This design comes from an exercise in tuning for a short achievable clock period and few clock cycles per item on the open sky130 flow, not from production work. In this exercise RTL edits were held to simulation tests only and were not proved equivalent to the original. Power is estimated from default activity; no workload was simulated.

--- design/flow/run.sh ---
#!/bin/bash
# synth_recipe.tcl (not shown) runs the flow's synth.tcl, then flattens the netlist and writes it again
# the make line also repeats each setting of config.mk as NAME=value (left out here)
make -C /OpenROAD-flow-scripts/flow DESIGN_CONFIG=/design/flow/config.mk WORK_HOME=/design/flow/orfs CLKGATE_MAP_FILE= SYNTH_SCRIPT=/design/flow/synth_recipe.tcl finish
--- design/flow/config.mk ---
export PLATFORM = sky130hd
export DESIGN_NAME = cabac_binary_arithmetic_encoder_core
export DESIGN_NICKNAME = cabac_binary_arithmetic_encoder_core
export VERILOG_FILES = /design/flow/design.v
export SDC_FILE = /design/flow/constraint.sdc
export NUM_CORES = 4
export LEC_CHECK = 0
export ABC_CLOCK_PERIOD_IN_PS = 10000
export CAP_MARGIN = 20
export CORE_MARGIN = 2
export CORE_UTILIZATION = 65
export SLEW_MARGIN = 20
--- design/flow/constraint.sdc ---
create_clock -name core_clock -period 20.0 [get_ports {clk}]
set_input_delay 4.0000 -clock core_clock [delete_from_list [all_inputs] [get_ports {clk}]]
set_output_delay 4.0000 -clock core_clock [all_outputs]
set_load 0.01 [all_outputs]
--- design/flow/design.v ---
`default_nettype none
module cabac_binary_arithmetic_encoder_core (
	input  wire         clk,
	input  wire         arst_n,
	input  wire         s_tvalid,
	output wire         s_tready,
	input  wire  [23:0] s_tdata,    
	input  wire  [2:0]  s_tuser,    
	output wire         m_tvalid,
	input  wire         m_tready,
	output wire  [31:0] m_tdata,    
	output wire  [0:0]  m_tuser,    
	output wire         m_tlast,
	input  wire         cfg_valid,
	output wire         cfg_ready,
	input  wire  [5:0]  cfg_data
);
	localparam [2:0] CMD_INIT  = 3'd0;
	localparam [2:0] CMD_REG   = 3'd1;
	localparam [2:0] CMD_TERM  = 3'd2;
	localparam [2:0] CMD_FLUSH = 3'd3;
	localparam [2:0] CMD_START = 3'd4;
	localparam [8:0] RANGE_RST = 9'd510;
	localparam [4:0] BL_RST    = 5'b10100;    
	localparam [5:0] QP_MAX    = 6'd51;
	localparam [5:0] QP_RST    = 6'd26;
	localparam       DEPTH     = 16;          
	localparam       FDEPTH    = 4;           
	localparam       MW        = 36;          
	localparam       FW        = 44;          
	function automatic [5:0] lps_next(input [5:0] st);
		case (st)
			6'd0:  lps_next = 6'd0;   6'd1:  lps_next = 6'd0;
			6'd2:  lps_next = 6'd1;   6'd3:  lps_next = 6'd2;
			6'd4:  lps_next = 6'd2;   6'd5:  lps_next = 6'd4;
			6'd6:  lps_next = 6'd4;   6'd7:  lps_next = 6'd5;
			6'd8:  lps_next = 6'd6;   6'd9:  lps_next = 6'd7;
			6'd10: lps_next = 6'd8;   6'd11: lps_next = 6'd9;
			6'd12: lps_next = 6'd9;   6'd13: lps_next = 6'd11;
			6'd14: lps_next = 6'd11;  6'd15: lps_next = 6'd12;
			6'd16: lps_next = 6'd13;  6'd17: lps_next = 6'd13;
			6'd18: lps_next = 6'd15;  6'd19: lps_next = 6'd15;
			6'd20: lps_next = 6'd16;  6'd21: lps_next = 6'd16;
			6'd22: lps_next = 6'd18;  6'd23: lps_next = 6'd18;
			6'd24: lps_next = 6'd19;  6'd25: lps_next = 6'd19;
			6'd26: lps_next = 6'd21;  6'd27: lps_next = 6'd21;
			6'd28: lps_next = 6'd22;  6'd29: lps_next = 6'd22;
			6'd30: lps_next = 6'd23;  6'd31: lps_next = 6'd24;
			6'd32: lps_next = 6'd24;  6'd33: lps_next = 6'd25;
			6'd34: lps_next = 6'd26;  6'd35: lps_next = 6'd26;
			6'd36: lps_next = 6'd27;  6'd37: lps_next = 6'd27;
			6'd38: lps_next = 6'd28;  6'd39: lps_next = 6'd29;
			6'd40: lps_next = 6'd29;  6'd41: lps_next = 6'd30;
			6'd42: lps_next = 6'd30;  6'd43: lps_next = 6'd30;
			6'd44: lps_next = 6'd31;  6'd45: lps_next = 6'd32;
			6'd46: lps_next = 6'd32;  6'd47: lps_next = 6'd33;
			6'd48: lps_next = 6'd33;  6'd49: lps_next = 6'd33;
			6'd50: lps_next = 6'd34;  6'd51: lps_next = 6'd34;
			6'd52: lps_next = 6'd35;  6'd53: lps_next = 6'd35;
			6'd54: lps_next = 6'd35;  6'd55: lps_next = 6'd36;
			6'd56: lps_next = 6'd36;  6'd57: lps_next = 6'd36;
			6'd58: lps_next = 6'd37;  6'd59: lps_next = 6'd37;
			6'd60: lps_next = 6'd37;  6'd61: lps_next = 6'd38;
			6'd62: lps_next = 6'd38;  default: lps_next = 6'd63;
		endcase
	endfunction
	function automatic [20:0] lps_tab(input [5:0] st, input [1:0] q);
		case ({st, q})
			8'd0: lps_tab = {4'd1, 9'd256, 8'd128};
			8'd1: lps_tab = {4'd1, 9'd352, 8'd176};
			8'd2: lps_tab = {4'd1, 9'd416, 8'd208};
			8'd3: lps_tab = {4'd1, 9'd480, 8'd240};
			8'd4: lps_tab = {4'd1, 9'd256, 8'd128};
			8'd5: lps_tab = {4'd1, 9'd334, 8'd167};
			8'd6: lps_tab = {4'd1, 9'd394, 8'd197};
			8'd7: lps_tab = {4'd1, 9'd454, 8'd227};
			8'd8: lps_tab = {4'd1, 9'd256, 8'd128};
			8'd9: lps_tab = {4'd1, 9'd316, 8'd158};
			8'd10: lps_tab = {4'd1, 9'd374, 8'd187};
			8'd11: lps_tab = {4'd1, 9'd432, 8'd216};
			8'd12: lps_tab = {4'd2, 9'd492, 8'd123};
			8'd13: lps_tab = {4'd1, 9'd300, 8'd150};
			8'd14: lps_tab = {4'd1, 9'd356, 8'd178};
			8'd15: lps_tab = {4'd1, 9'd410, 8'd205};
			8'd16: lps_tab = {4'd2, 9'd464, 8'd116};
			8'd17: lps_tab = {4'd1, 9'd284, 8'd142};
			8'd18: lps_tab = {4'd1, 9'd338, 8'd169};
			8'd19: lps_tab = {4'd1, 9'd390, 8'd195};
			8'd20: lps_tab = {4'd2, 9'd444, 8'd111};
			8'd21: lps_tab = {4'd1, 9'd270, 8'd135};
			8'd22: lps_tab = {4'd1, 9'd320, 8'd160};
			8'd23: lps_tab = {4'd1, 9'd370, 8'd185};
			8'd24: lps_tab = {4'd2, 9'd420, 8'd105};
			8'd25: lps_tab = {4'd1, 9'd256, 8'd128};
			8'd26: lps_tab = {4'd1, 9'd304, 8'd152};
			8'd27: lps_tab = {4'd1, 9'd350, 8'd175};
			8'd28: lps_tab = {4'd2, 9'd400, 8'd100};
			8'd29: lps_tab = {4'd2, 9'd488, 8'd122};
			8'd30: lps_tab = {4'd1, 9'd288, 8'd144};
			8'd31: lps_tab = {4'd1, 9'd332, 8'd166};
			8'd32: lps_tab = {4'd2, 9'd380, 8'd95};
			8'd33: lps_tab = {4'd2, 9'd464, 8'd116};
			8'd34: lps_tab = {4'd1, 9'd274, 8'd137};
			8'd35: lps_tab = {4'd1, 9'd316, 8'd158};
			8'd36: lps_tab = {4'd2, 9'd360, 8'd90};
			8'd37: lps_tab = {4'd2, 9'd440, 8'd110};
			8'd38: lps_tab = {4'd1, 9'd260, 8'd130};
			8'd39: lps_tab = {4'd1, 9'd300, 8'd150};
			8'd40: lps_tab = {4'd2, 9'd340, 8'd85};
			8'd41: lps_tab = {4'd2, 9'd416, 8'd104};
			8'd42: lps_tab = {4'd2, 9'd492, 8'd123};
			8'd43: lps_tab = {4'd1, 9'd284, 8'd142};
			8'd44: lps_tab = {4'd2, 9'd324, 8'd81};
			8'd45: lps_tab = {4'd2, 9'd396, 8'd99};
			8'd46: lps_tab = {4'd2, 9'd468, 8'd117};
			8'd47: lps_tab = {4'd1, 9'd270, 8'd135};
			8'd48: lps_tab = {4'd2, 9'd308, 8'd77};
			8'd49: lps_tab = {4'd2, 9'd376, 8'd94};
			8'd50: lps_tab = {4'd2, 9'd444, 8'd111};
			8'd51: lps_tab = {4'd1, 9'd256, 8'd128};
			8'd52: lps_tab = {4'd2, 9'd292, 8'd73};
			8'd53: lps_tab = {4'd2, 9'd356, 8'd89};
			8'd54: lps_tab = {4'd2, 9'd420, 8'd105};
			8'd55: lps_tab = {4'd2, 9'd488, 8'd122};
			8'd56: lps_tab = {4'd2, 9'd276, 8'd69};
			8'd57: lps_tab = {4'd2, 9'd340, 8'd85};
			8'd58: lps_tab = {4'd2, 9'd400, 8'd100};
			8'd59: lps_tab = {4'd2, 9'd464, 8'd116};
			8'd60: lps_tab = {4'd2, 9'd264, 8'd66};
			8'd61: lps_tab = {4'd2, 9'd320, 8'd80};
			8'd62: lps_tab = {4'd2, 9'd380, 8'd95};
			8'd63: lps_tab = {4'd2, 9'd440, 8'd110};
			8'd64: lps_tab = {4'd3, 9'd496, 8'd62};
			8'd65: lps_tab = {4'd2, 9'd304, 8'd76};
			8'd66: lps_tab = {4'd2, 9'd360, 8'd90};
			8'd67: lps_tab = {4'd2, 9'd416, 8'd104};
			8'd68: lps_tab = {4'd3, 9'd472, 8'd59};
			8'd69: lps_tab = {4'd2, 9'd288, 8'd72};
			8'd70: lps_tab = {4'd2, 9'd344, 8'd86};
			8'd71: lps_tab = {4'd2, 9'd396, 8'd99};
			8'd72: lps_tab = {4'd3, 9'd448, 8'd56};
			8'd73: lps_tab = {4'd2, 9'd276, 8'd69};
			8'd74: lps_tab = {4'd2, 9'd324, 8'd81};
			8'd75: lps_tab = {4'd2, 9'd376, 8'd94};
			8'd76: lps_tab = {4'd3, 9'd424, 8'd53};
			8'd77: lps_tab = {4'd2, 9'd260, 8'd65};
			8'd78: lps_tab = {4'd2, 9'd308, 8'd77};
			8'd79: lps_tab = {4'd2, 9'd356, 8'd89};
			8'd80: lps_tab = {4'd3, 9'd408, 8'd51};
			8'd81: lps_tab = {4'd3, 9'd496, 8'd62};
			8'd82: lps_tab = {4'd2, 9'd292, 8'd73};
			8'd83: lps_tab = {4'd2, 9'd340, 8'd85};
			8'd84: lps_tab = {4'd3, 9'd384, 8'd48};
			8'd85: lps_tab = {4'd3, 9'd472, 8'd59};
			8'd86: lps_tab = {4'd2, 9'd276, 8'd69};
			8'd87: lps_tab = {4'd2, 9'd320, 8'd80};
			8'd88: lps_tab = {4'd3, 9'd368, 8'd46};
			8'd89: lps_tab = {4'd3, 9'd448, 8'd56};
			8'd90: lps_tab = {4'd2, 9'd264, 8'd66};
			8'd91: lps_tab = {4'd2, 9'd304, 8'd76};
			8'd92: lps_tab = {4'd3, 9'd344, 8'd43};
			8'd93: lps_tab = {4'd3, 9'd424, 8'd53};
			8'd94: lps_tab = {4'd3, 9'd504, 8'd63};
			8'd95: lps_tab = {4'd2, 9'd288, 8'd72};
			8'd96: lps_tab = {4'd3, 9'd328, 8'd41};
			8'd97: lps_tab = {4'd3, 9'd400, 8'd50};
			8'd98: lps_tab = {4'd3, 9'd472, 8'd59};
			8'd99: lps_tab = {4'd2, 9'd276, 8'd69};
			8'd100: lps_tab = {4'd3, 9'd312, 8'd39};
			8'd101: lps_tab = {4'd3, 9'd384, 8'd48};
			8'd102: lps_tab = {4'd3, 9'd448, 8'd56};
			8'd103: lps_tab = {4'd2, 9'd260, 8'd65};
			8'd104: lps_tab = {4'd3, 9'd296, 8'd37};
			8'd105: lps_tab = {4'd3, 9'd360, 8'd45};
			8'd106: lps_tab = {4'd3, 9'd432, 8'd54};
			8'd107: lps_tab = {4'd3, 9'd496, 8'd62};
			8'd108: lps_tab = {4'd3, 9'd280, 8'd35};
			8'd109: lps_tab = {4'd3, 9'd344, 8'd43};
			8'd110: lps_tab = {4'd3, 9'd408, 8'd51};
			8'd111: lps_tab = {4'd3, 9'd472, 8'd59};
			8'd112: lps_tab = {4'd3, 9'd264, 8'd33};
			8'd113: lps_tab = {4'd3, 9'd328, 8'd41};
			8'd114: lps_tab = {4'd3, 9'd384, 8'd48};
			8'd115: lps_tab = {4'd3, 9'd448, 8'd56};
			8'd116: lps_tab = {4'd3, 9'd256, 8'd32};
			8'd117: lps_tab = {4'd3, 9'd312, 8'd39};
			8'd118: lps_tab = {4'd3, 9'd368, 8'd46};
			8'd119: lps_tab = {4'd3, 9'd424, 8'd53};
			8'd120: lps_tab = {4'd4, 9'd480, 8'd30};
			8'd121: lps_tab = {4'd3, 9'd296, 8'd37};
			8'd122: lps_tab = {4'd3, 9'd344, 8'd43};
			8'd123: lps_tab = {4'd3, 9'd400, 8'd50};
			8'd124: lps_tab = {4'd4, 9'd464, 8'd29};
			8'd125: lps_tab = {4'd3, 9'd280, 8'd35};
			8'd126: lps_tab = {4'd3, 9'd328, 8'd41};
			8'd127: lps_tab = {4'd3, 9'd384, 8'd48};
			8'd128: lps_tab = {4'd4, 9'd432, 8'd27};
			8'd129: lps_tab = {4'd3, 9'd264, 8'd33};
			8'd130: lps_tab = {4'd3, 9'd312, 8'd39};
			8'd131: lps_tab = {4'd3, 9'd360, 8'd45};
			8'd132: lps_tab = {4'd4, 9'd416, 8'd26};
			8'd133: lps_tab = {4'd4, 9'd496, 8'd31};
			8'd134: lps_tab = {4'd3, 9'd296, 8'd37};
			8'd135: lps_tab = {4'd3, 9'd344, 8'd43};
			8'd136: lps_tab = {4'd4, 9'd384, 8'd24};
			8'd137: lps_tab = {4'd4, 9'd480, 8'd30};
			8'd138: lps_tab = {4'd3, 9'd280, 8'd35};
			8'd139: lps_tab = {4'd3, 9'd328, 8'd41};
			8'd140: lps_tab = {4'd4, 9'd368, 8'd23};
			8'd141: lps_tab = {4'd4, 9'd448, 8'd28};
			8'd142: lps_tab = {4'd3, 9'd264, 8'd33};
			8'd143: lps_tab = {4'd3, 9'd312, 8'd39};
			8'd144: lps_tab = {4'd4, 9'd352, 8'd22};
			8'd145: lps_tab = {4'd4, 9'd432, 8'd27};
			8'd146: lps_tab = {4'd3, 9'd256, 8'd32};
			8'd147: lps_tab = {4'd3, 9'd296, 8'd37};
			8'd148: lps_tab = {4'd4, 9'd336, 8'd21};
			8'd149: lps_tab = {4'd4, 9'd416, 8'd26};
			8'd150: lps_tab = {4'd4, 9'd480, 8'd30};
			8'd151: lps_tab = {4'd3, 9'd280, 8'd35};
			8'd152: lps_tab = {4'd4, 9'd320, 8'd20};
			8'd153: lps_tab = {4'd4, 9'd384, 8'd24};
			8'd154: lps_tab = {4'd4, 9'd464, 8'd29};
			8'd155: lps_tab = {4'd3, 9'd264, 8'd33};
			8'd156: lps_tab = {4'd4, 9'd304, 8'd19};
			8'd157: lps_tab = {4'd4, 9'd368, 8'd23};
			8'd158: lps_tab = {4'd4, 9'd432, 8'd27};
			8'd159: lps_tab = {4'd4, 9'd496, 8'd31};
			8'd160: lps_tab = {4'd4, 9'd288, 8'd18};
			8'd161: lps_tab = {4'd4, 9'd352, 8'd22};
			8'd162: lps_tab = {4'd4, 9'd416, 8'd26};
			8'd163: lps_tab = {4'd4, 9'd480, 8'd30};
			8'd164: lps_tab = {4'd4, 9'd272, 8'd17};
			8'd165: lps_tab = {4'd4, 9'd336, 8'd21};
			8'd166: lps_tab = {4'd4, 9'd400, 8'd25};
			8'd167: lps_tab = {4'd4, 9'd448, 8'd28};
			8'd168: lps_tab = {4'd4, 9'd256, 8'd16};
			8'd169: lps_tab = {4'd4, 9'd320, 8'd20};
			8'd170: lps_tab = {4'd4, 9'd368, 8'd23};
			8'd171: lps_tab = {4'd4, 9'd432, 8'd27};
			8'd172: lps_tab = {4'd5, 9'd480, 8'd15};
			8'd173: lps_tab = {4'd4, 9'd304, 8'd19};
			8'd174: lps_tab = {4'd4, 9'd352, 8'd22};
			8'd175: lps_tab = {4'd4, 9'd400, 8'd25};
			8'd176: lps_tab = {4'd5, 9'd448, 8'd14};
			8'd177: lps_tab = {4'd4, 9'd288, 8'd18};
			8'd178: lps_tab = {4'd4, 9'd336, 8'd21};
			8'd179: lps_tab = {4'd4, 9'd384, 8'd24};
			8'd180: lps_tab = {4'd5, 9'd448, 8'd14};
			8'd181: lps_tab = {4'd4, 9'd272, 8'd17};
			8'd182: lps_tab = {4'd4, 9'd320, 8'd20};
			8'd183: lps_tab = {4'd4, 9'd368, 8'd23};
			8'd184: lps_tab = {4'd5, 9'd416, 8'd13};
			8'd185: lps_tab = {4'd4, 9'd256, 8'd16};
			8'd186: lps_tab = {4'd4, 9'd304, 8'd19};
			8'd187: lps_tab = {4'd4, 9'd352, 8'd22};
			8'd188: lps_tab = {4'd5, 9'd384, 8'd12};
			8'd189: lps_tab = {4'd5, 9'd480, 8'd15};
			8'd190: lps_tab = {4'd4, 9'd288, 8'd18};
			8'd191: lps_tab = {4'd4, 9'd336, 8'd21};
			8'd192: lps_tab = {4'd5, 9'd384, 8'd12};
			8'd193: lps_tab = {4'd5, 9'd448, 8'd14};
			8'd194: lps_tab = {4'd4, 9'd272, 8'd17};
			8'd195: lps_tab = {4'd4, 9'd320, 8'd20};
			8'd196: lps_tab = {4'd5, 9'd352, 8'd11};
			8'd197: lps_tab = {4'd5, 9'd448, 8'd14};
			8'd198: lps_tab = {4'd4, 9'd256, 8'd16};
			8'd199: lps_tab = {4'd4, 9'd304, 8'd19};
			8'd200: lps_tab = {4'd5, 9'd352, 8'd11};
			8'd201: lps_tab = {4'd5, 9'd416, 8'd13};
			8'd202: lps_tab = {4'd5, 9'd480, 8'd15};
			8'd203: lps_tab = {4'd4, 9'd288, 8'd18};
			8'd204: lps_tab = {4'd5, 9'd320, 8'd10};
			8'd205: lps_tab = {4'd5, 9'd384, 8'd12};
			8'd206: lps_tab = {4'd5, 9'd480, 8'd15};
			8'd207: lps_tab = {4'd4, 9'd272, 8'd17};
			8'd208: lps_tab = {4'd5, 9'd320, 8'd10};
			8'd209: lps_tab = {4'd5, 9'd384, 8'd12};
			8'd210: lps_tab = {4'd5, 9'd448, 8'd14};
			8'd211: lps_tab = {4'd4, 9'd256, 8'd16};
			8'd212: lps_tab = {4'd5, 9'd288, 8'd9};
			8'd213: lps_tab = {4'd5, 9'd352, 8'd11};
			8'd214: lps_tab = {4'd5, 9'd416, 8'd13};
			8'd215: lps_tab = {4'd5, 9'd480, 8'd15};
			8'd216: lps_tab = {4'd5, 9'd288, 8'd9};
			8'd217: lps_tab = {4'd5, 9'd352, 8'd11};
			8'd218: lps_tab = {4'd5, 9'd384, 8'd12};
			8'd219: lps_tab = {4'd5, 9'd448, 8'd14};
			8'd220: lps_tab = {4'd5, 9'd256, 8'd8};
			8'd221: lps_tab = {4'd5, 9'd320, 8'd10};
			8'd222: lps_tab = {4'd5, 9'd384, 8'd12};
			8'd223: lps_tab = {4'd5, 9'd448, 8'd14};
			8'd224: lps_tab = {4'd5, 9'd256, 8'd8};
			8'd225: lps_tab = {4'd5, 9'd288, 8'd9};
			8'd226: lps_tab = {4'd5, 9'd352, 8'd11};
			8'd227: lps_tab = {4'd5, 9'd416, 8'd13};
			8'd228: lps_tab = {4'd6, 9'd448, 8'd7};
			8'd229: lps_tab = {4'd5, 9'd288, 8'd9};
			8'd230: lps_tab = {4'd5, 9'd352, 8'd11};
			8'd231: lps_tab = {4'd5, 9'd384, 8'd12};
			8'd232: lps_tab = {4'd6, 9'd448, 8'd7};
			8'd233: lps_tab = {4'd5, 9'd288, 8'd9};
			8'd234: lps_tab = {4'd5, 9'd320, 8'd10};
			8'd235: lps_tab = {4'd5, 9'd384, 8'd12};
			8'd236: lps_tab = {4'd6, 9'd448, 8'd7};
			8'd237: lps_tab = {4'd5, 9'd256, 8'd8};
			8'd238: lps_tab = {4'd5, 9'd320, 8'd10};
			8'd239: lps_tab = {4'd5, 9'd352, 8'd11};
			8'd240: lps_tab = {4'd6, 9'd384, 8'd6};
			8'd241: lps_tab = {4'd5, 9'd256, 8'd8};
			8'd242: lps_tab = {4'd5, 9'd288, 8'd9};
			8'd243: lps_tab = {4'd5, 9'd352, 8'd11};
			8'd244: lps_tab = {4'd6, 9'd384, 8'd6};
			8'd245: lps_tab = {4'd6, 9'd448, 8'd7};
			8'd246: lps_tab = {4'd5, 9'd288, 8'd9};
			8'd247: lps_tab = {4'd5, 9'd320, 8'd10};
			8'd248: lps_tab = {4'd6, 9'd384, 8'd6};
			8'd249: lps_tab = {4'd6, 9'd448, 8'd7};
			8'd250: lps_tab = {4'd5, 9'd256, 8'd8};
			8'd251: lps_tab = {4'd5, 9'd288, 8'd9};
			8'd252: lps_tab = {4'd6, 9'd128, 8'd2};
			8'd253: lps_tab = {4'd6, 9'd128, 8'd2};
			8'd254: lps_tab = {4'd6, 9'd128, 8'd2};
			8'd255: lps_tab = {4'd6, 9'd128, 8'd2};
			default: lps_tab = 21'd0;
		endcase
	endfunction
	reg  [5:0]  qc_q;     
	reg  [8:0]  q5_q;     
	reg  [13:0] cn_q;     
	reg         s_rdy_q;
	reg  [4:0]  alloc_q;
	assign s_tready  = s_rdy_q;
	assign cfg_ready = 1'b1;
	reg         v0;
	reg  [2:0]  cmd0;
	reg  [7:0]  idx0;
	reg         bin0;
	reg  [7:0]  iv0;
	always @(posedge clk) begin
		cmd0 <= s_tuser;
		idx0 <= s_tdata[7:0];
		bin0 <= s_tdata[8];
		iv0  <= s_tdata[16:9];
	end
	wire coded0 = (cmd0 == CMD_REG) || (cmd0 == CMD_TERM) || (cmd0 == CMD_FLUSH);
	reg  [6:0]  ctx_mem [0:255];
	reg         v1;
	reg  [2:0]  cmd1;
	reg  [7:0]  idx1;
	reg         bin1;
	reg  [6:0]  bk1 [0:15];
	reg  [13:0] s16_1;
	integer b;
	always @(posedge clk) begin
		cmd1 <= cmd0;
		idx1 <= idx0;
		bin1 <= bin0;
		for (b = 0; b < 16; b = b + 1)
			bk1[b] <= ctx_mem[{4'(b), idx0[3:0]}];
		s16_1 <= (iv0[4] ? {5'd0, q5_q}       : 14'd0)
		       + (iv0[5] ? {4'd0, q5_q, 1'b0} : 14'd0)
		       + (iv0[6] ? {3'd0, q5_q, 2'b0} : 14'd0)
		       + (iv0[7] ? {2'd0, q5_q, 3'b0} : 14'd0)
		       + {3'd0, iv0[3:0], 7'd0} + cn_q;
	end
	function automatic [6:0] state_from(input [13:0] s16);
		reg signed [13:0] s;
		reg        [6:0]  sc;
		s = $signed(s16) >>> 4;
		if (s < 14'sd1) sc = 7'd1;
		else if (s > 14'sd126) sc = 7'd126;
		else sc = s[6:0];
		if (sc >= 7'd64) state_from = {sc[5:0], 1'b1};
		else state_from = {6'(7'd63 - sc), 1'b0};
	endfunction
	wire [6:0] rd1 = bk1[idx1[7:4]];
	reg         v2;
	reg  [2:0]  cmd2;
	reg  [7:0]  idx2;
	reg         bin2;
	reg  [6:0]  ms2;
	reg  [6:0]  ds2;
	reg         wv_q;
	reg  [7:0]  widx_q;
	reg  [6:0]  wd_q;
	reg         lv_q;
	reg  [7:0]  lidx_q;
	reg  [6:0]  ld_q;
	wire [5:0] st2   = ms2[6:1];
	wire       mps2  = ms2[0];
	wire       lpsp2 = (bin2 != mps2);
	wire       we2   = v2 && ((cmd2 == CMD_INIT) || (cmd2 == CMD_REG));
	reg  [5:0] nst2;
	reg  [6:0] wd2;
	always @(*) begin
		if (lpsp2) nst2 = lps_next(st2);
		else       nst2 = (st2 < 6'd62) ? st2 + 6'd1 : st2;
		if (cmd2 == CMD_INIT) wd2 = ds2;
		else                  wd2 = {nst2, (lpsp2 && st2 == 6'd0) ? ~mps2 : mps2};
	end
	always @(posedge clk) begin
		cmd2 <= cmd1;
		idx2 <= idx1;
		bin2 <= bin1;
		ds2  <= state_from(s16_1);
		if (we2 && idx2 == idx1)         ms2 <= wd2;
		else if (wv_q && widx_q == idx1) ms2 <= wd_q;
		else if (lv_q && lidx_q == idx1) ms2 <= ld_q;
		else                             ms2 <= rd1;
		widx_q <= idx2;
		wd_q   <= wd2;
		lidx_q <= widx_q;
		ld_q   <= wd_q;
		if (wv_q) ctx_mem[widx_q] <= wd_q;
	end
	reg         v3;
	reg  [2:0]  cmd3;
	reg         bin3;
	reg         lpsp3;
	reg  [20:0] tab3 [0:3];    
	reg  [8:0]  rng_q;
	integer i;
	always @(posedge clk) begin
		cmd3  <= cmd2;
		bin3  <= bin2;
		lpsp3 <= lpsp2;
		for (i = 0; i < 4; i = i + 1)
			tab3[i] <= lps_tab(st2, 2'(i));
	end
	reg  [8:0]  rng_n;
	reg  [8:0]  a3;
	reg  [2:0]  nb3;
	always @(*) begin : range_eng
		reg [7:0] lps;
		reg [8:0] r;
		reg [8:0] e;
		reg [20:0] ln;
		ln    = tab3[rng_q[7:6]];
		lps   = ln[7:0];
		r     = rng_q - {1'b0, lps};
		e     = rng_q - 9'd2;
		rng_n = rng_q;
		a3    = 9'd0;
		nb3   = 3'd0;
		case (cmd3)
			CMD_REG: begin
				if (lpsp3) begin
					a3    = r;
					nb3   = ln[19:17];
					rng_n = ln[16:8];
				end else begin
					nb3   = r[8] ? 3'd0 : 3'd1;
					rng_n = r[8] ? r : {r[7:0], 1'b0};
				end
			end
			CMD_TERM, CMD_FLUSH: begin
				rng_n = e;
				if (bin3 || cmd3 == CMD_FLUSH) begin
					a3    = e;
					nb3   = 3'd7;
					rng_n = 9'd256;
				end else if (!e[8]) begin
					nb3   = 3'd1;
					rng_n = {e[7:0], 1'b0};
				end
			end
			default: begin
			end
		endcase
		if (cmd3 == CMD_FLUSH || cmd3 == CMD_START) rng_n = RANGE_RST;
	end
	reg         v4;
	reg  [2:0]  cmd4;
	reg  [8:0]  a4;
	reg  [2:0]  nb4;
	reg  [31:0] low_q;
	reg  [4:0]  bl_q;
	always @(posedge clk) begin
		cmd4 <= cmd3;
		a4   <= a3;
		nb4  <= nb3;
	end
	wire        coded4 = (cmd4 == CMD_REG) || (cmd4 == CMD_TERM) || (cmd4 == CMD_FLUSH);
	wire [31:0] e_low4 = (low_q + {23'd0, a4}) << nb4;
	wire [4:0]  e_bl4  = bl_q + {2'b00, nb4};
	wire        ext4   = coded4 && !e_bl4[4];
	reg  [31:0] low_n;
	reg  [4:0]  bl_n;
	always @(*) begin
		low_n = low_q;
		bl_n  = bl_q;
		if (coded4) begin
			low_n = e_low4;
			bl_n  = e_bl4;
			if (ext4) begin
				low_n = e_low4 & (32'hffffffff >> (5'd19 - e_bl4));
				bl_n  = e_bl4 - 5'd8;
			end
		end
		if (cmd4 == CMD_FLUSH || cmd4 == CMD_START) begin
			low_n = 32'd0;
			bl_n  = BL_RST;
		end
	end
	reg         v5;
	reg  [2:0]  cmd5;
	reg         ext5;
	reg  [31:0] low5;     
	reg  [31:0] lead5;
	reg  [4:0]  bl5;      
	always @(posedge clk) begin
		cmd5  <= cmd4;
		ext5  <= ext4;
		lead5 <= e_low4 >> (5'd13 + e_bl4);
		low5  <= ext4 ? (e_low4 & (32'hffffffff >> (5'd19 - e_bl4))) : e_low4;
		bl5   <= ext4 ? (e_bl4 - 5'd8) : e_bl4;
	end
	wire        isff5  = (lead5 == 32'h000000ff);
	wire [4:0]  fsh5   = 5'd21 + bl5;
	wire [5:0]  flen5  = 6'd13 + {bl5[4], bl5};
	wire        cf5    = (low5 >> fsh5) != 32'd0;
	wire [31:0] lowf5  = cf5 ? (low5 - (32'd1 << fsh5)) : low5;
	wire [3:0]  len5   = (flen5[5] || flen5 == 6'd0) ? 4'd1 :
	                     (flen5 > 6'd12) ? 4'd12 : flen5[3:0];
	wire [11:0] tail5  = lowf5[19:8] & 12'((13'd1 << len5) - 13'd1);
	reg         v6;
	reg  [2:0]  cmd6;
	reg         ext6;
	reg         isff6;
	reg  [7:0]  carry6;
	reg  [7:0]  lbyte6;
	reg         cf6;
	reg  [11:0] tail6;
	reg  [3:0]  len6;
	reg  [15:0] cnt_q;
	reg  [7:0]  bb_q;
	reg         sat_q;
	always @(posedge clk) begin
		cmd6   <= cmd5;
		ext6   <= ext5;
		isff6  <= isff5;
		carry6 <= lead5[15:8];
		lbyte6 <= lead5[7:0];
		cf6    <= cf5;
		tail6  <= tail5;
		len6   <= len5;
	end
	reg  [15:0] cnt_n;
	reg  [7:0]  bb_n;
	reg         sat_n;
	reg  [5:0]  gmask;
	reg  [7:0]  ga_byte, gb_byte, gc_byte;
	reg  [15:0] gb_rep, gd_rep;
	reg         gb_sat, gd_sat, gd_ff;
	always @(*) begin : holdback
		reg [15:0] c1;
		reg [7:0]  b1;
		reg        s1;
		c1 = cnt_q;
		b1 = bb_q;
		s1 = sat_q;
		gmask   = 6'd0;
		ga_byte = bb_q + carry6;
		gb_byte = 8'hff + carry6;
		gb_rep  = cnt_q - 16'd1;
		gb_sat  = sat_q;
		if (ext6) begin
			if (isff6) begin
				if (cnt_q == 16'hffff) s1 = 1'b1;
				else c1 = cnt_q + 16'd1;
			end else begin
				gmask[0] = (cnt_q != 16'd0);
				gmask[1] = (cnt_q > 16'd1);
				c1 = 16'd1;
				b1 = lbyte6;
				s1 = 1'b0;
			end
		end
		gc_byte = cf6 ? b1 + 8'd1 : b1;
		gd_ff   = !cf6;
		gd_rep  = c1 - 16'd1;
		gd_sat  = s1;
		if (cmd6 == CMD_FLUSH) begin
			gmask[2] = cf6 || (c1 != 16'd0);
			gmask[3] = (c1 > 16'd1);
			gmask[4] = 1'b1;
			gmask[5] = 1'b1;
		end
		cnt_n = c1;
		bb_n  = b1;
		sat_n = s1;
		if (cmd6 == CMD_FLUSH || cmd6 == CMD_START) begin
			cnt_n = 16'd0;
			bb_n  = 8'hff;
			sat_n = 1'b0;
		end
	end
	wire          coded6 = (cmd6 == CMD_REG) || (cmd6 == CMD_TERM) || (cmd6 == CMD_FLUSH);
	wire          fl6    = (cmd6 == CMD_FLUSH);
	wire [MW-1:0] gm     = {fl6, gmask[1:0], gb_sat, gb_rep, gb_byte, ga_byte};
	wire [FW-1:0] gf     = {gmask[3:2], len6, tail6, gd_sat, gd_rep, gd_ff, gc_byte};
	wire          push_m = v6 && (gmask != 6'd0);
	wire          push_f = v6 && fl6;
	reg  [MW-1:0] mfifo [0:DEPTH-1];
	reg  [FW-1:0] ffifo [0:FDEPTH-1];
	reg  [3:0]    mwp_q, mrp_q;
	reg  [1:0]    fwp_q, frp_q;
	reg  [4:0]    falloc_q;
	reg           pop_m_q, pop_f_q;
	reg  [MW-1:0] cgm_q;
	reg  [FW-1:0] cgf_q;
	reg  [5:0]    cm_q;      
	reg           ov_q;
	reg  [32:0]   od_q;
	reg           ol_q;
	always @(posedge clk) begin
		if (push_m) mfifo[mwp_q] <= gm;
		if (push_f) ffifo[fwp_q] <= gf;
	end
	wire [MW-1:0] head_m = mfifo[mrp_q];
	wire [FW-1:0] head_f = ffifo[frp_q];
	wire          mhave  = (mwp_q != mrp_q);
	wire          hf     = head_m[MW-1];
	wire [5:0]    sel    = cm_q & (~cm_q + 6'd1);
	wire          more   = (cm_q & ~sel) != 6'd0;
	wire          cur    = (cm_q != 6'd0);
	reg  [32:0]   rec;
	always @(*) begin
		rec = {1'b0, 16'd1, 4'd1, 12'd1};
		if (sel[0])      rec = {1'b0, 16'd1, 4'd8, 4'd0, cgm_q[7:0]};
		else if (sel[1]) rec = {cgm_q[32], cgm_q[31:16], 4'd8, 4'd0, cgm_q[15:8]};
		else if (sel[2]) rec = {1'b0, 16'd1, 4'd8, 4'd0, cgf_q[7:0]};
		else if (sel[3]) rec = {cgf_q[25], cgf_q[24:9], 4'd8, 4'd0, {8{cgf_q[8]}}};
		else if (sel[4]) rec = {1'b0, 16'd1, cgf_q[41:38], cgf_q[37:26]};
	end
	wire out_free = !ov_q || m_tready;
	wire load     = !cur || (out_free && !more);
	wire pop_m    = load && mhave;
	wire pop_f    = pop_m && hf;
	always @(posedge clk) begin
		if (out_free && cur) begin
			od_q <= rec;
			ol_q <= !more;
		end
		if (load) begin
			cgm_q <= head_m;
			cgf_q <= head_f;
		end
	end
	assign m_tvalid = ov_q;
	assign m_tdata  = od_q[31:0];
	assign m_tuser  = od_q[32];
	assign m_tlast  = ol_q;
	always @(posedge clk or negedge arst_n) begin
		if (!arst_n) begin
			qc_q     <= QP_RST;
			s_rdy_q  <= 1'b0;
			q5_q     <= 9'd130;
			cn_q     <= 14'h3a6e;
			alloc_q  <= 5'd0;
			falloc_q <= 5'd0;
			v0       <= 1'b0;
			v1       <= 1'b0;
			v2       <= 1'b0;
			v3       <= 1'b0;
			v4       <= 1'b0;
			v5       <= 1'b0;
			v6       <= 1'b0;
			wv_q     <= 1'b0;
			lv_q     <= 1'b0;
			rng_q    <= RANGE_RST;
			low_q    <= 32'd0;
			bl_q     <= BL_RST;
			cnt_q    <= 16'd0;
			bb_q     <= 8'hff;
			sat_q    <= 1'b0;
			mwp_q    <= 4'd0;
			mrp_q    <= 4'd0;
			fwp_q    <= 2'd0;
			frp_q    <= 2'd0;
			pop_m_q  <= 1'b0;
			pop_f_q  <= 1'b0;
			cm_q     <= 6'd0;
			ov_q     <= 1'b0;
		end else begin
			if (cfg_valid) qc_q <= (cfg_data > QP_MAX) ? QP_MAX : cfg_data;
			q5_q <= {qc_q, 2'b00} + {3'd0, qc_q};
			cn_q <= 14'h3f00 - ({qc_q, 5'd0} + {2'd0, qc_q, 3'd0} + {3'd0, qc_q, 2'd0} + {8'd0, qc_q});
			v0   <= s_tvalid && s_rdy_q;
			v1   <= v0;
			v2   <= v1;
			v3   <= v2;
			v4   <= v3;
			v5   <= v4;
			v6   <= v5;
			wv_q <= we2;
			lv_q <= wv_q;
			if (v3) rng_q <= rng_n;
			if (v4) begin
				low_q <= low_n;
				bl_q  <= bl_n;
			end
			if (v6) begin
				cnt_q <= cnt_n;
				bb_q  <= bb_n;
				sat_q <= sat_n;
			end
			alloc_q  <= alloc_q + {4'd0, v0 && coded0}
			          - {4'd0, v6 && coded6 && !push_m} - {4'd0, pop_m_q};
			falloc_q <= falloc_q + {4'd0, v0 && (cmd0 == CMD_FLUSH)} - {4'd0, pop_f_q};
			s_rdy_q  <= (alloc_q <= 5'(DEPTH - 3)) && (falloc_q <= 5'(FDEPTH - 3));
			pop_m_q  <= pop_m;
			pop_f_q  <= pop_f;
			if (push_m) mwp_q <= mwp_q + 4'd1;
			if (push_f) fwp_q <= fwp_q + 2'd1;
			if (pop_m)  mrp_q <= mrp_q + 4'd1;
			if (pop_f)  frp_q <= frp_q + 2'd1;
			if (load)
				cm_q <= mhave ? {hf, hf, head_f[FW-1:FW-2] & {2{hf}}, head_m[MW-2:MW-3]} : 6'd0;
			else if (out_free)
				cm_q <= cm_q & ~sel;
			if (out_free) ov_q <= cur;
		end
	end
endmodule
`default_nettype wire
==> run notes, run 1 <==
----------------------------------------------------
[Worst setup path]
  R2R depth ... 11
  End of the worst register-to-register path ... lead5[9]
  Critical path class ... register to output pin
  Slack of the worst reg-to-reg path ... 14,930 ps
  Reg2reg start ... low_q[12]
  Crit. End Element ... output pin
  Required @ worst endpoint ... 16,000 ps
  Levels on crit path ... 1
  CP max stage delay ... 590 ps
  Critical path buffer and inverter count ... 1
  CP startpoint kind ... register
  Cell breakdown of the critical path ... clkdlybuf4s50_1
  Worst-path fanout max ... 3
  Capturing element of the worst setup path ... m_tvalid
  Kind of cell with the highest combined delay on the critical path ... buffers and inverters
  Worst setup startpoint ... ov_q
  Data arrival time of the critical path ... 1860 ps
  Cell type of the slowest stage on the worst timing path ... clkdlybuf4s50_1

[Route]
  Detailed-route vias per instance ... 6.78
  Met2 routed WL ... 166,000 um
  Via count ... 75,800
  Number of design-rule violations left by the first detailed-router iteration ... 9,657
  Length of the first detailed-routing pass in iterations ... 9
  Highest Signal Layer ... met5
  DRC ... 0
  WL/cell ... 30.5 um
  Detail Route Antenna Nets ... 0
  Met3 Wirelength ... around 28,000 um
  Metal1 wirelength ... about 130,000 um
  Wirelength, routed ... 341,000 um

[Power and ir drop]
  PwrDens ... 141 nW/um2
  Maximum VDD drop ... 132 uV
  Leak pwr ... 0.0496 uW

[Timing]
  Worst hold slack after final layout ... 321 ps
  Maximum clock frequency ... between 150 and 200 MHz
  Count of final max-slew check failures ... 0
  Final cycle utilization of the critical path ... between 20% and 30%
  Number of setup violations in the final report ... 0
  Worst clock skew ... 83.9 ps
  Setup total negative slack ... 0 ps
  Remaining max-slew budget at the tightest pin ... 20.3%
  Transition time at the pin with the least slew margin ... 1190 ps
  Clock period minus worst slack ... 5860 ps
  Final-report hold violation count ... 0
  RSZ-0062 raised after global routing ... no

[Final layout]
  Most frequent cells in the layout ... edfxtp_1, mux4_2, nor2_1
  Area growth syn-to-layout ... 10.8%
  Total Nets Final ... 8,461
  Share of final-layout standard cells stronger than drive strength 1 ... 18.9%
  Leading cell type in the layout, fill and taps excluded ... edfxtp_1

[Flow run]
  Max-cap check violation count ... 0

[GRT]
  Number of global-route vias before repair ... between 70,000 and 80,000
  Largest net degree at the start of global routing ... 224
  Global-route wire length before repair ... around 500,000 um
  Antenna violations before repair ... 7
  Leftover overflow at the end of global routing ... 0
  GRT Overall Usage ... 32.8%

[Synth]
  Post-synthesis cell type count ... 113
  Fraction of the yosys area taken by sequential cells ... 68.6%
  Largest area contributor in the synthesized netlist ... edfxtp_1
  Total standard cell area after synthesis ... 134,000 um2
  Synth warnings ... 3
  Number of synthesized flops with an enable pin ... 2,653
  Yosys top cell area share ... between 50 and 60%
  Largest cells by area after synthesis ... edfxtp_1, mux4_2, dfxtp_1
  Net count after synthesis ... roughly 8,400
  Gate Count Post-Synth ... 8,146
  Count of state elements after synthesis ... between 3,000 and 4,000
  Avg Inst Size Synth ... between 15 and 20 um2
  Async S/R FF share, synth ... under 10%
  Prevailing post-synth register cell ... edfxtp_1

[Die]
  Height of the chip ... 457 um
  Starting Density ... about two thirds
  Die width ... about 460 um
  Standard cell core area ... between 200,000 and 250,000 um2
  Total Die Area ... 209,000 um2
  Ports ... between 70 and 80
  Count of standard-cell rows ... approximately 170

[Clock tree]
  Clock Pin Slew Worst Setup and Hold Paths ... 60 ps
  Clock Latency Late Sink ... about 950 ps
  Maximum number of buffers from clock root to sink ... 4
  Clk sink count ... 3,213
  PostCTS Resize Cnt ... 0
  Setup Buffers After CTS ... 0
  Number of hold-repair buffers added at the cts stage ... 0
  Root buf cell ... clkbuf_16
  Num CTS Buffers ... 330
  H-tree lvl count ... 5
  Clock tree from TritonCTS ... yes

[Place]
  Sum of net half-perimeters after detailed placement ... 208,000 um
  Number of buffers inserted by port buffering ... 66
  Routability cong. ... 0.963

[Worst hold path]
  Hold Path Class ... register to register
  Start point of the worst hold path ... idx0[6]

[Outcome]
  Status ... finished clean

----------------------------------------------------
==> layout make-up <==
| class | instances | area, um2 |
|---|---|---|
| antenna | 6 | 15.0 |
| clock buffer | 451 | 9290 |
| clock inverter | 132 | 1270 |
| fill | 12300 | 56400 |
| inverter | 214 | 803 |
| multi-input combinational | 4246 | 39600 |
| sequential | 3213 | 91700 |
| tap | 2688 | 3360 |
| timing repair buffer | 229 | 1980 |
==> state kept, by name (all words and copies together) (netlist names), 33 cells and up, named ones only <==
name     count
bk1        112
cgf_q       42
cgm_q       33
ctx_mem   1792
ffifo      176
mfifo      576
od_q        33
tab3        75
==> synthesized netlist by cell type (66+ instances only) <==
cell type	number
a21oi_1	270
nor2_1	565
nand2_1	463
mux4_2	719
a221oi_1	66
xnor2_1	105
mux2i_1	177
xor2_1	66
inv_1	206
buf_1	93
dfxtp_1	422
nor3_1	102
o21ai_0	248
clkbuf_1	326
nand3_1	125
ha_1	144
edfxtp_1	2653
dfrtp_1	108
==> worst min-delay path by stage <==
stage | to | slack, ps | depth (start not counted)
global route | cmd2[2] | 330 | 0
floorplan | bin1 | 310 | 0
finish | idx1[6] | 320 | 0
global placement | bin2 | 310 | 0
detailed placement | idx1[6] | 310 | 0
CTS | idx1[6] | 320 | 0
==> routing by layer <==
metal | vias up | GRT usage (%)
li1 | 32300 | -
met1 | 38800 | 45.9
met2 | 3879 | 52.3
met3 | 762 | 5.55
met4 | 2 | 12.9
met5 | - | 0
==> logic make-up after synthesis <==
| logic type | share of synthesized area, % |
|---|---|
| flip-flops | 68.6 |
| AND/OR/NAND/NOR | 5.96 |
| AO/OA/AOI/OAI | 6.25 |
| multiplexers | 14.0 |
| buffers and inverters | 2.01 |
| adder cells (fa/ha/maj) | 2.03 |
| XOR/XNOR | 1.13 |
| other | 0.00281 |
==> metrics by stage <==
| stage | cell area, um2 | power (uW) | utilization [%] | std cells | setup slack [ps] |
|---|---|---|---|---|---|
| 2_1_floorplan | 134000 | 13000 | - | 8146 | 12970 |
| 3_3_place_gp | 137000 | 14800 | 67.2 | 10600 | 13570 |
| 3_5_place_dp | 137000 | 14900 | 67.2 | 10600 | 13540 |
| 4_1_cts | 148000 | 20900 | 72.3 | 11200 | 14070 |
| 5_1_grt | 148000 | 21800 | 72.4 | 11200 | 14060 |
| 6_report | 148000 | 20900 | 72.4 | 11200 | 14140 |
==> power by group <==
group / internal [uW] / leakage [uW] / switching, uW
logic: 2110 / 0.0153 / 3730
registers: 8540 / 0.0292 / 545
clock network: 3520 / 0.00516 / 2490
Testbench counts, summed over its fixed seeds: cycles 24,948, items 24,844.
==> run 2: changes to the inputs <==
==> design/flow/flow/run.sh (new file) <==
#!/bin/bash
# The standard layout (the standard.sh: ORFS synthesis to final layout,
# the design's SDC and clock period unchanged), with three changes to how the
# layout is optimized:
#  - port buffers are buf_4 cells (repair may resize them) instead of the
#    smallest buffer buffer_ports would pick;
#  - the ORFS repair_timing steps aim for 15 ns of setup slack on the 20 ns
#    clock, so they size and buffer the design's real critical paths;
#  - CTS clusters up to 25 sinks within 100 um per leaf buffer.
set -euo pipefail
export BUFFER_PORTS_ARGS="-buffer_cell sky130_fd_sc_hd__buf_4"
export SETUP_SLACK_MARGIN=15
export SKIP_GATE_CLONING=1
export CTS_ARGS="-sink_clustering_enable -repair_clock_nets -sink_clustering_size 25 -sink_clustering_max_diameter 100"
bash standard.sh > standard.log 2>&1
==> design/flow/standard.sh (new file) <==
#!/bin/bash
# synth_recipe.tcl (not shown) runs the flow's synth.tcl, then flattens the netlist and writes it again
# the make line also repeats each setting of config.mk as NAME=value (left out here)
make -C /OpenROAD-flow-scripts/flow DESIGN_CONFIG=/design/flow/config.mk WORK_HOME=/design/flow/orfs CLKGATE_MAP_FILE= SYNTH_SCRIPT=/design/flow/synth_recipe.tcl "${@:-finish}"
removed: design/flow/run.sh
==> run notes, run 2 <==
----------------------------------------------------
[GRT]
  Global-route wire length before repair ... 483,000 um (-4.1%)
  Largest net degree at the start of global routing ... 143 (-36%)
  Antenna violations before repair ... 7 (unchanged)
  GRT Overall Usage ... 31.4% (-1.4 points)
  Leftover overflow at the end of global routing ... 0 (unchanged)
  Number of global-route vias before repair ... 72,200 (-3.8%)

[Synth]
  Largest area contributor in the synthesized netlist ... edfxtp_1
  Gate Count Post-Synth ... 8,146 (unchanged)
  Net count after synthesis ... 8,373 (unchanged)
  Number of synthesized flops with an enable pin ... 2,653 (unchanged)
  Most frequent cell after synthesis ... edfxtp_1
  Total standard cell area after synthesis ... 134,000 um2 (unchanged)
  Yosys top cell area share ... 59.7% (unchanged)
  Top cells by instance count after synthesis ... edfxtp_1, mux4_2, nor2_1
  Avg Inst Size Synth ... 16.4 um2 (unchanged)
  Async S/R FF share, synth ... 4.30% (unchanged)
  Prevailing post-synth register cell ... edfxtp_1
  Largest cells by area after synthesis ... edfxtp_1, mux4_2, dfxtp_1
  Count of state elements after synthesis ... 3,213 (unchanged)
  Fraction of the yosys area taken by sequential cells ... 68.6% (unchanged)
  Post-synthesis cell type count ... 113 (unchanged)
  Synth warnings ... 3 (unchanged)

[Worst setup path]
  Cell type of the slowest stage on the worst timing path ... edfxtp_1
  Crit. End Element ... output pin
  CP startpoint kind ... register
  Worst-path fanout max ... 1 (-2)
  Critical path class ... register to output pin
  Kind of cell with the highest combined delay on the critical path ... flip-flops
  CP max stage delay ... 440 ps (-150 ps)
  Data arrival time of the critical path ... 1410 ps (-450 ps)
  Required @ worst endpoint ... 16,000 ps (about the same)
  Cell breakdown of the critical path ... buf_6
  Critical path buffer and inverter count ... 1 (unchanged)

[Flow run]
  Max-cap check violation count ... 0 (unchanged)

[Route]
  Wirelength, routed ... 329,000 um (-3.5%)
  Number of design-rule violations left by the first detailed-router iteration ... 9,249 (-4.2%)
  Via count ... 73,800 (-2.6%)
  WL/cell ... 30.3 um (-0.63%)
  Length of the first detailed-routing pass in iterations ... 6 (-3)
  DRC ... 0 (unchanged)
  Detail Route Antenna Nets ... 0 (unchanged)
  Detailed-route vias per instance ... 6.80 (+0.33%)

[Power and ir drop]
  Power after layout ... 18,400 uW (-12%)
  PwrDens ... 130 nW/um2 (-8.4%)
  Leak pwr ... 0.0466 uW (-6.0%)
  Maximum VDD drop ... 150 uV (+13%)

[Timing]
  Number of setup violations in the final report ... 0 (unchanged)
  RSZ-0062 raised after global routing ... yes
  Transition time at the pin with the least slew margin ... 1200 ps (+3.83 ps)
  Worst clock skew ... 42.5 ps (-41.4 ps)
  Final-report hold violation count ... 0 (unchanged)
  Count of final max-slew check failures ... 0 (unchanged)
  Setup total negative slack ... 0 ps (unchanged)
  Maximum clock frequency ... 185 MHz (+8.3%)
  Final cycle utilization of the critical path ... 27.0% (-2.3 points)
  Remaining max-slew budget at the tightest pin ... 19.2% (-1.1 points)
  Clock period minus worst slack ... 5410 ps (-451 ps)

[Die]
  Die width ... 457 um (unchanged)
  Count of standard-cell rows ... 166 (unchanged)
  Height of the chip ... 457 um (unchanged)
  Standard cell core area ... 204,000 um2 (unchanged)
  Total Die Area ... 209,000 um2 (unchanged)
  Ports ... 75 (unchanged)
  Starting Density ... 65.3% (unchanged)

[Clock tree]
  Maximum number of buffers from clock root to sink ... 3 (-1)
  Num CTS Buffers ... 148 (-55%)
  Clock Pin Slew Worst Setup and Hold Paths ... 100 ps (+40 ps)
  H-tree lvl count ... 4 (-1)
  Clock Latency Late Sink ... 850 ps (-100 ps)
  Clk sink count ... 3,213 (unchanged)
  Clock tree from TritonCTS ... yes
  Root buf cell ... clkbuf_16
  Number of hold-repair buffers added at the cts stage ... 0 (unchanged)

[Final layout]
  Most frequent cells in the layout ... edfxtp_1, mux4_2, nor2_1
  Total Nets Final ... 8,273 (-2.2%)
  Registers with the most flip-flops ... ctx_mem x1792, mfifo x576, ffifo x176
  Register with the most flip-flops ... ctx_mem
  Share of final-layout standard cells stronger than drive strength 1 ... 16.8% (-2.1 points)
  Area growth syn-to-layout ... 6.24%
  Leading cell type in the layout, fill and taps excluded ... edfxtp_1
  Largest register FFs ... 1,792 (unchanged)

[Place]
  Routability cong. ... 0.973 (+1.0%)
  Sum of net half-perimeters after detailed placement ... 209,000 um (+0.44%)
  Number of buffers inserted by port buffering ... 66 (unchanged)

[Outcome]
  Status ... finished clean

[Worst hold path]
  Hold Path Class ... register to register

----------------------------------------------------
[run 2: final timing paths]
path                               start           to  slack (ps)  cells after the start
min in group asynchronous         arst_n   alloc_q[1]        3300                      1
worst max-delay path            od_q[18]  m_tdata[18]       14590                      1
worst max register to register  low_q[0]     lead5[7]       15120                     13
worst min register to register   cmd5[1]      cmd6[1]         330                      0
max in group asynchronous         arst_n           v1       15320                      2
worst min-delay path             cmd5[1]      cmd6[1]         330                      0
[run 2: report_power, final]
part           switching [uW]  total, uW  internal [uW]
combinational            3710       5830           2120
clock                    2020       3470           1450
sequential                562       9090           8530
total                    6290      18400          12100
[run 2: cells by family after synthesis]
kind of cell / Yosys count / synth area share, %
DFF: 3213 / 68.6
buffers and inverters: 687 / 2.01
other: 1 / 0.00281
and+or+nand+nor: 1696 / 5.96
xor gates and xnor gates: 172 / 1.13
AOI/OAI and AO/OA: 1225 / 6.25
muxes: 962 / 14.0
adders and majority gates: 190 / 2.03
[run 2: cell type report]
| cell class | count | area (um2) |
|---|---|---|
| antenna | 3 | 7.51 |
| clock buffer | 248 | 4100 |
| clock inverter | 18 | 308 |
| fill | 13100 | 62500 |
| inverter | 214 | 807 |
| multi-input combinational | 4246 | 39700 |
| sequential | 3213 | 91700 |
| tap | 2688 | 3360 |
| timing repair buffer | 223 | 1950 |
[run 2: stage by stage]
stage                     hold slack [ps]  area, um2  instances  setup slack (ps)  util, %
after floorplan                       310     134000       8146             13830        -
after global placement                312     137000      10600             13990     67.0
after detailed placement              314     137000      10600             13980     67.1
after CTS                             327     142000      10800             14530     69.3
after global routing                  330     142000      10900             14540     69.4
final                                 329     142000      10900             14590     69.4
[run 2: layer usage]
layer / part of all wire, % / global-route usage [%]
met1: 39 / 44.4
met3: 7.7 / 4.73
met2: 49 / 50.7
met4: 3.9 / 11.0
met5: 0.0082 / 0
[run 2: worst reg2reg max path, delay by kind of cell, from the launching register on]
kind,cells,cell delay [ps]
AOI/OAI and AO/OA,7,2150
adders and majority gates,2,700
DFF,1,390
muxes,1,540
and+or+nand+nor,3,940
[run 2: what timing repair did]
action / in CTS / in global routing
gates resized for setup: 32 / 15
buffers inserted: 4 / 3
setup endpoints to repair: 55 / 360
cloned: 0 / 0
pin swaps: 2 / 1
==> run 3: changes to the inputs <==
--- a/design/flow/design.v
+++ b/design/flow/design.v
@@ -350,7 +350,7 @@
 	reg  [7:0]  idx1;
 	reg         bin1;
 	reg  [6:0]  bk1 [0:15];
-	reg  [13:0] s16_1;
+	reg  [7:0]  iv1;
 	integer b;
 	always @(posedge clk) begin
 		cmd1 <= cmd0;
@@ -358,11 +358,7 @@
 		bin1 <= bin0;
 		for (b = 0; b < 16; b = b + 1)
 			bk1[b] <= ctx_mem[{4'(b), idx0[3:0]}];
-		s16_1 <= (iv0[4] ? {5'd0, q5_q}       : 14'd0)
-		       + (iv0[5] ? {4'd0, q5_q, 1'b0} : 14'd0)
-		       + (iv0[6] ? {3'd0, q5_q, 2'b0} : 14'd0)
-		       + (iv0[7] ? {2'd0, q5_q, 3'b0} : 14'd0)
-		       + {3'd0, iv0[3:0], 7'd0} + cn_q;
+		iv1  <= iv0;
 	end
 	function automatic [6:0] state_from(input [13:0] s16);
 		reg signed [13:0] s;
@@ -380,7 +376,8 @@
 	reg  [7:0]  idx2;
 	reg         bin2;
 	reg  [6:0]  ms2;
-	reg  [6:0]  ds2;
+	reg  [13:0] s16_2;
+	wire [6:0]  ds2 = state_from(s16_2);
 	reg         wv_q;
 	reg  [7:0]  widx_q;
 	reg  [6:0]  wd_q;
@@ -403,7 +400,11 @@
 		cmd2 <= cmd1;
 		idx2 <= idx1;
 		bin2 <= bin1;
-		ds2  <= state_from(s16_1);
+		s16_2 <= (iv1[4] ? {5'd0, q5_q}       : 14'd0)
+		       + (iv1[5] ? {4'd0, q5_q, 1'b0} : 14'd0)
+		       + (iv1[6] ? {3'd0, q5_q, 2'b0} : 14'd0)
+		       + (iv1[7] ? {2'd0, q5_q, 3'b0} : 14'd0)
+		       + {3'd0, iv1[3:0], 7'd0} + cn_q;
 		if (we2 && idx2 == idx1)         ms2 <= wd2;
 		else if (wv_q && widx_q == idx1) ms2 <= wd_q;
 		else if (lv_q && lidx_q == idx1) ms2 <= ld_q;
@@ -507,15 +508,18 @@
 	reg  [2:0]  cmd5;
 	reg         ext5;
 	reg  [31:0] low5;     
-	reg  [31:0] lead5;
+	reg  [31:0] elow5;    
+	reg  [4:0]  ebl5;     
 	reg  [4:0]  bl5;      
 	always @(posedge clk) begin
 		cmd5  <= cmd4;
 		ext5  <= ext4;
-		lead5 <= e_low4 >> (5'd13 + e_bl4);
+		elow5 <= e_low4;
+		ebl5  <= e_bl4;
 		low5  <= ext4 ? (e_low4 & (32'hffffffff >> (5'd19 - e_bl4))) : e_low4;
 		bl5   <= ext4 ? (e_bl4 - 5'd8) : e_bl4;
 	end
+	wire [31:0] lead5  = elow5 >> (5'd13 + ebl5);
 	wire        isff5  = (lead5 == 32'h000000ff);
 	wire [4:0]  fsh5   = 5'd21 + bl5;
 	wire [5:0]  flen5  = 6'd13 + {bl5[4], bl5};
==> run notes, run 3 <==
----------------------------------------------------
[Synth]
  Total standard cell area after synthesis ... 131,000 um2 (-1.6%)
  Gate Count Post-Synth ... 7,541 (-7.4%)
  Top cells by instance count after synthesis ... edfxtp_1, mux4_2, nor2_1
  Most frequent cell after synthesis ... edfxtp_1
  Largest area contributor in the synthesized netlist ... edfxtp_1
  Yosys top cell area share ... 60.6% (+0.96 points)
  Fraction of the yosys area taken by sequential cells ... 69.7% (+1.1 points)
  Largest cells by area after synthesis ... edfxtp_1, mux4_2, dfxtp_1
  Net count after synthesis ... 7,765 (-7.3%)
  Async S/R FF share, synth ... 4.29% (about the same)
  Count of state elements after synthesis ... 3,215 (+0.062%)
  Prevailing post-synth register cell ... edfxtp_1
  Number of synthesized flops with an enable pin ... 2,653 (unchanged)
  Synth warnings ... 3 (unchanged)
  Post-synthesis cell type count ... 112 (-0.88%)
  Avg Inst Size Synth ... 17.4 um2 (+6.3%)

[Die]
  Height of the chip ... 454 um (-0.79%)
  Die width ... 454 um (-0.79%)
  Total Die Area ... 206,000 um2 (-1.6%)
  Standard cell core area ... 201,000 um2 (-1.4%)
  Starting Density ... 65.2% (-0.12 points)
  Count of standard-cell rows ... 165 (-0.60%)
  Ports ... 75 (unchanged)

[Timing]
  Clock period minus worst slack ... 5450 ps (+39.3 ps)
  Transition time at the pin with the least slew margin ... 1200 ps (+5.04 ps)
  RSZ-0062 raised after global routing ... yes
  Worst clock skew ... 35.7 ps (-6.83 ps)
  Worst hold slack after final layout ... 329 ps (-0.489 ps)
  Number of setup violations in the final report ... 0 (unchanged)
  Final cycle utilization of the critical path ... 27.2% (+0.20 points)
  Remaining max-slew budget at the tightest pin ... 19.7% (+0.51 points)
  Maximum clock frequency ... 184 MHz (-0.72%)
  Setup total negative slack ... 0 ps (unchanged)
  Final-report hold violation count ... 0 (unchanged)
  Count of final max-slew check failures ... 0 (unchanged)

[Route]
  Detailed-route vias per instance ... 6.72 (-1.1%)
  WL/cell ... 30.0 um (-0.89%)
  Via count ... 68,900 (-6.6%)
  Length of the first detailed-routing pass in iterations ... 8 (+2)
  Detail Route Antenna Nets ... 0 (unchanged)
  DRC ... 0 (unchanged)
  Wirelength, routed ... 308,000 um (-6.4%)
  Number of design-rule violations left by the first detailed-router iteration ... 8,780 (-5.1%)

[Worst setup path]
  CP startpoint kind ... register
  CP max stage delay ... 470 ps (+30 ps)
  R2R depth ... 11 (-2)
  Slack of the worst reg-to-reg path ... 15,310 ps (+190 ps)
  Critical path buffer and inverter count ... 1 (unchanged)
  Data arrival time of the critical path ... 1450 ps (+40 ps)
  Kind of cell with the highest combined delay on the critical path ... flip-flops
  Worst-path fanout max ... 2 (+1)
  Reg2reg start ... idx1[5]
  Cell type of the slowest stage on the worst timing path ... dfrtp_2
  Critical path class ... register to output pin
  Required @ worst endpoint ... 16,000 ps (about the same)
  Cell breakdown of the critical path ... buf_6
  Crit. End Element ... output pin

[GRT]
  Leftover overflow at the end of global routing ... 0 (unchanged)
  Largest net degree at the start of global routing ... 198 (+38%)
  Number of global-route vias before repair ... 68,100 (-5.7%)
  Antenna violations before repair ... 5 (-2)
  GRT Overall Usage ... 30.3% (-1.1 points)
  Global-route wire length before repair ... 456,000 um (-5.7%)

[Clock tree]
  Number of hold-repair buffers added at the cts stage ... 0 (unchanged)
  Num CTS Buffers ... 147 (-0.68%)
  H-tree lvl count ... 4 (unchanged)
  Clock Latency Late Sink ... 860 ps (about the same)
  Clock Pin Slew Worst Setup and Hold Paths ... 100 ps (about the same)
  Maximum number of buffers from clock root to sink ... 3 (unchanged)
  Root buf cell ... clkbuf_16
  Clock tree from TritonCTS ... yes
  Clk sink count ... 3,215 (+0.062%)

[Place]
  Sum of net half-perimeters after detailed placement ... 193,000 um (-7.6%)
  Routability cong. ... 0.966 (-0.72%)
  Number of buffers inserted by port buffering ... 66 (unchanged)
  Number of instances in the placed design ... 9,980 (-5.6%)

[Worst hold path]
  Number of instances on the worst hold path ... 0 (unchanged)
  Hold Path Class ... register to register
  Start point of the worst hold path ... cmd5[2]
  Endpoint of the worst hold-timing path ... cmd6[2]

[Final layout]
  Non-filler cells, final ... 10,200 (-5.6%)
  Share of final-layout standard cells stronger than drive strength 1 ... 18.7% (+1.9 points)
  Register with the most flip-flops ... ctx_mem
  Registers with the most flip-flops ... ctx_mem x1792, mfifo x576, ffifo x176
  Area growth syn-to-layout ... 6.17% (about the same)
  Most frequent cells in the layout ... edfxtp_1, mux4_2, nor2_1
  Largest register FFs ... 1,792 (unchanged)
  Filler instances ... 12,900 (-1.6%)
  Leading cell type in the layout, fill and taps excluded ... edfxtp_1
  Total Nets Final ... 7,688 (-7.1%)

[Power and ir drop]
  Power after layout ... 17,400 uW (-5.3%)
  Maximum VDD drop ... 147 uV (-2.2%)
  PwrDens ... 125 nW/um2 (-3.7%)
  Leak pwr ... 0.0455 uW (-2.4%)

[Outcome]
  Status ... finished clean

[Flow run]
  Max-cap check violation count ... 0 (unchanged)

----------------------------------------------------
==> run 3: timing repair <==
item / 4_1_cts / 5_1_grt
gates resized for setup: 25 / 23
endpoints found under the setup margin: 46 / 94
pin swaps: 0 / 1
setup buffers: 0 / 5
cloned: 0 / 0
==> run 3: metrics by stage <==
stage	utilization (%)	worst slack [ps]	cell area (um2)
floorplan	-	14390	131000
finish	69.2	14550	140000
global placement	66.9	14000	135000
CTS	69.1	14490	139000
detailed placement	66.9	13920	135000
global route	69.2	14510	140000
==> run 3: kinds of logic (layout without fill, tap and decap cells) <==
kind of cell | after synthesis | after routing | share of synthesized area [%]
AOI/OAI and AO/OA | 885 | 885 | 4.59
adders and majority gates | 188 | 188 | 2.04
buffers and inverters | 625 | 657 | 1.86
other | 1 | 4 | 0.00285
muxes | 974 | 974 | 15.3
xor gates and xnor gates | 178 | 178 | 1.19
DFF | 3215 | 3215 | 69.7
and+or+nand+nor | 1475 | 1475 | 5.31
==> run 3: worst max-delay path by stage <==
stage | end | depth (start not counted) | start | slack, ps
after floorplan | frp_q[1] | 7 | m_tready | 14390
after global placement | frp_q[1] | 7 | m_tready | 14000
after detailed placement | frp_q[1] | 7 | m_tready | 13920
after CTS | s_tready | 1 | s_rdy_q | 14490
after global routing | m_tdata[17] | 1 | od_q[17] | 14510
final | s_tready | 1 | s_rdy_q | 14550
==> run 3: layer usage <==
layer / part of all wire (%) / up-vias / global-route usage (%)
li1: - / 29600 / -
met1: 40 / 35900 / 43.2
met2: 50 / 2946 / 49.4
met3: 7.4 / 509 / 4.38
met4: 3.4 / 6 / 9.55
met5: 0.011 / - / 0
==> run 3: cell type report <==
type	instances	area (um2)	area share, %
clock buffers	246	4150	2.97
repair buffers	207	1780	1.28
inverters	192	724	0.519
flip-flops and latches	3215	91700	65.7
multi-input cells	3701	37600	27.0
diodes	3	7.51	0.00538
well taps	2672	3340	2.40
clock inverters	12	193	0.138
==> run 3: where the power goes <==
part,leakage (uW),switching [uW],internal [uW]
registers,0.0291,518,8500
clock network,0.00207,1980,1460
logic,0.0143,3050,1900
total,0.0455,5550,11900
Testbench counts of run 3, summed over its fixed seeds: cycles 24,948, items 24,844.

[re-timing with driven ports]
In the flow no input, the clock included, has a driving cell. The finished layouts below were timed again as built, in two steps.
Step 1 sets driving cells, clkbuf_16 on the clock port and buf_2 on the other inputs (assumed; they add their load-dependent delay and slew).
Step 2 moves the port delays by t, midway between the first and last clock arrival at a register: inputs arrive t later, outputs are due t later. That takes back most of the time a late clock gives input paths.
Slacks: no drivers / after step 1 / after step 2; pairs: no drivers / after step 1.
run | t (ns) | slack for setup (ns) | worst setup path after step 2 | clock arrival spread, ns | worst data-port slew with drivers (ns)
run 1 | 1.018 | 14.140 / 14.035 / 13.499 | input to register | 0.088 / 0.089 | 0.05
run 2 | 0.920 | 14.591 / 14.500 / 14.322 | input to register | 0.051 / 0.052 | 0.06
run 3 | 0.928 | 14.552 / 14.461 / 14.325 | input to register | 0.053 / 0.053 | 0.04
After both steps every run listed still meets setup and hold. The setup slack of run 1, which loses most, moves by -0.105 ns with the drivers and by -0.641 ns with both steps.
